This design comes from an exercise in tuning for small area and a short achievable clock period on the open sky130 flow, not from production work.
Only simulation tests tie the RTL to the original design; equivalence was not proved.
Power is estimated from default activity; no workload was simulated.

// fp_result_drain_top
module fp_result_drain_top (
  input  logic         clk,
  input  logic         rst,
  input  logic [255:0] in_vec,
  input  logic [1:0]   valid_in,
  input  logic         ready_in,
  output logic [6:0]   id_out,
  output logic         lane_out,
  output logic         last_out,
  output logic         valid_out,
  output logic         overflow,
  output logic         busy,
  output logic [7:0]   count_out,
  output logic         count_valid
);
Size in the first run: ~1200 flip-flops, about 47000 sq um of cells after synthesis.
export LEC_CHECK = 0
export CAP_MARGIN = 20
export CORE_MARGIN = 2
export CORE_UTILIZATION = 60
export SLEW_MARGIN = 20
create_clock -name core_clock -period 12.0 [get_ports {clk}]
standard.sh (not shown) runs the stock make flow with config.mk's settings and CLKGATE_MAP_FILE= SYNTH_SCRIPT=/design/flow/synth_recipe.tcl, a recipe that flattens the netlist after the stock synthesis.
==> flow/flow/run.sh <==
#!/bin/bash
# Standard ORFS layout (the standard.sh, unchanged synthesis) with:
# - a tighter setup target for timing repair (SETUP_SLACK_MARGIN),
# - plain buf_1 cells as the port buffers,
# - a clock tree of clkbuf_8 cells, small sink clusters, no dummy loads.
# Full make output goes to flow_make.log in the work folder; ORFS's per-step logs stay
# under orfs/logs.
set -euo pipefail
MARGIN=9.0
TNS=0
CTS="-sink_clustering_enable -repair_clock_nets -buf_list sky130_fd_sc_hd__clkbuf_8"
CTS="$CTS -sink_clustering_size 16 -sink_clustering_max_diameter 50 -dont_use_dummy_load"
bash standard.sh \
  SETUP_SLACK_MARGIN=$MARGIN \
  TNS_END_PERCENT=$TNS \
  "BUFFER_PORTS_ARGS=-buffer_cell sky130_fd_sc_hd__buf_1" \
  "CTS_ARGS=$CTS" \
  finish > flow_make.log 2>&1
==> next run, changes <==
--- a/flow/flow/run.sh
+++ b/flow/flow/run.sh
@@ -7,5 +7,5 @@
 # under orfs/logs.
 set -euo pipefail
-MARGIN=9.0
+MARGIN=8.8
 TNS=0
 CTS="-sink_clustering_enable -repair_clock_nets -buf_list sky130_fd_sc_hd__clkbuf_8"
Settings changed: CORE_UTILIZATION 60 to 70.
Worst setup slack barely changes.
Via count rose by 4.7%.
Clock-buffer cell count fell by 13.
Power rose by 0.67%.
Cell count fell by 2.7%.
==> next run, changes <==
--- a/flow/flow/run.sh
+++ b/flow/flow/run.sh
@@ -7,5 +7,5 @@
 # under orfs/logs.
 set -euo pipefail
-MARGIN=8.8
+MARGIN=8.5
 TNS=0
 CTS="-sink_clustering_enable -repair_clock_nets -buf_list sky130_fd_sc_hd__clkbuf_8"
Settings changed: CORE_UTILIZATION 70 to 60, PLACE_DENSITY set to 0.75.
=> Clock skew rises by 0.011 ns; core utilization decreases by 12 points; wire length shrinks by 3.1%; non-clock buffer count fell by 56; sequential share of layout area rises by 0.60 points; cell area went down by 0.89%; global-route usage shrinks by 5.5 points; via count came out lower by 4.4%; total power went down by 1.1%; final cell count is higher by 2.7%; first-iteration DRC count went down by 22%.
==> next run, changes <==
--- a/flow/flow/run.sh
+++ b/flow/flow/run.sh
@@ -7,5 +7,5 @@
 # under orfs/logs.
 set -euo pipefail
-MARGIN=8.5
+MARGIN=8.0
 TNS=0
 CTS="-sink_clustering_enable -repair_clock_nets -buf_list sky130_fd_sc_hd__clkbuf_8"
Settings changed: PLACE_DENSITY 0.75 to not set.
Effect:
- die area is unchanged
- design area drops by about 1.8%
- non-clock buffer count drops by 41
==> next run, changes <==
--- a/flow/flow/run.sh
+++ b/flow/flow/run.sh
@@ -7,5 +7,5 @@
 # under orfs/logs.
 set -euo pipefail
-MARGIN=8.0
+MARGIN=8.5
 TNS=0
 CTS="-sink_clustering_enable -repair_clock_nets -buf_list sky130_fd_sc_hd__clkbuf_8"
Settings changed: CAP_MARGIN 20 to 5, SLEW_MARGIN 20 to 5.
Cell area rose slightly.
Hold slack got worse by 0.0084 ns.
Setup slack is better by 0.12 ns.
Wire length rose by a few percent.
Count of clock-buffer cells in the layout goes down by 2.
==> next run, changes <==
--- a/flow/flow/run.sh
+++ b/flow/flow/run.sh
@@ -7,6 +7,6 @@
 # under orfs/logs.
 set -euo pipefail
-MARGIN=8.5
-TNS=0
+MARGIN=8.2
+TNS=100
 CTS="-sink_clustering_enable -repair_clock_nets -buf_list sky130_fd_sc_hd__clkbuf_8"
 CTS="$CTS -sink_clustering_size 16 -sink_clustering_max_diameter 50 -dont_use_dummy_load"
Settings changed: CAP_MARGIN 5 to 20, SLEW_MARGIN 5 to 20.
Outcome: Die area stays the same. Worst hold slack got worse by 0.010 ns. Via count is higher by 0.84%. Design area is higher by 1.8%. Non-clock buffer count is higher by 68. Power is higher by 0.96%. Wire length is higher by 1.2%. Sequential cell count stays the same.

==> port drivers added, routing unchanged <==
Ports are ideal in the flow. The routed layouts listed here were re-timed in OpenROAD. Step 1: set_driving_cell puts a clkbuf_16 on clk and a buf_2 on each other input, an assumption about the parent block. Step 2 also shifts input and output timing later by t, the mid clock arrival at the registers, as if the neighbouring blocks saw the same clock. a / b / c = ideal / step 1 / step 2; a / b = the first two.
run	t, ns	slack for setup (ns)	hold slack, ns	slew at the worst register clock pin (ns)	worst slew at a driven data input, ns
the first run	0.787	8.090 / 8.090 / 7.418	0.482 / 0.482 / 0.482	0.11 / 0.11	0.12
the second run	0.782	8.092 / 8.092 / 7.433	0.481 / 0.481 / 0.481	0.11 / 0.11	0.12
the third run	0.795	8.053 / 8.053 / 7.555	0.466 / 0.466 / 0.466	0.10 / 0.10	0.14
the fourth run	0.805	7.972 / 7.972 / 7.424	0.490 / 0.490 / 0.490	0.11 / 0.11	0.11
the fifth run	0.787	8.090 / 8.090 / 7.418	0.482 / 0.482 / 0.482	0.11 / 0.11	0.12
the sixth run	0.817	8.060 / 8.060 / 7.424	0.471 / 0.471 / 0.471	0.10 / 0.10	0.14
After both steps every run listed still meets setup and hold.
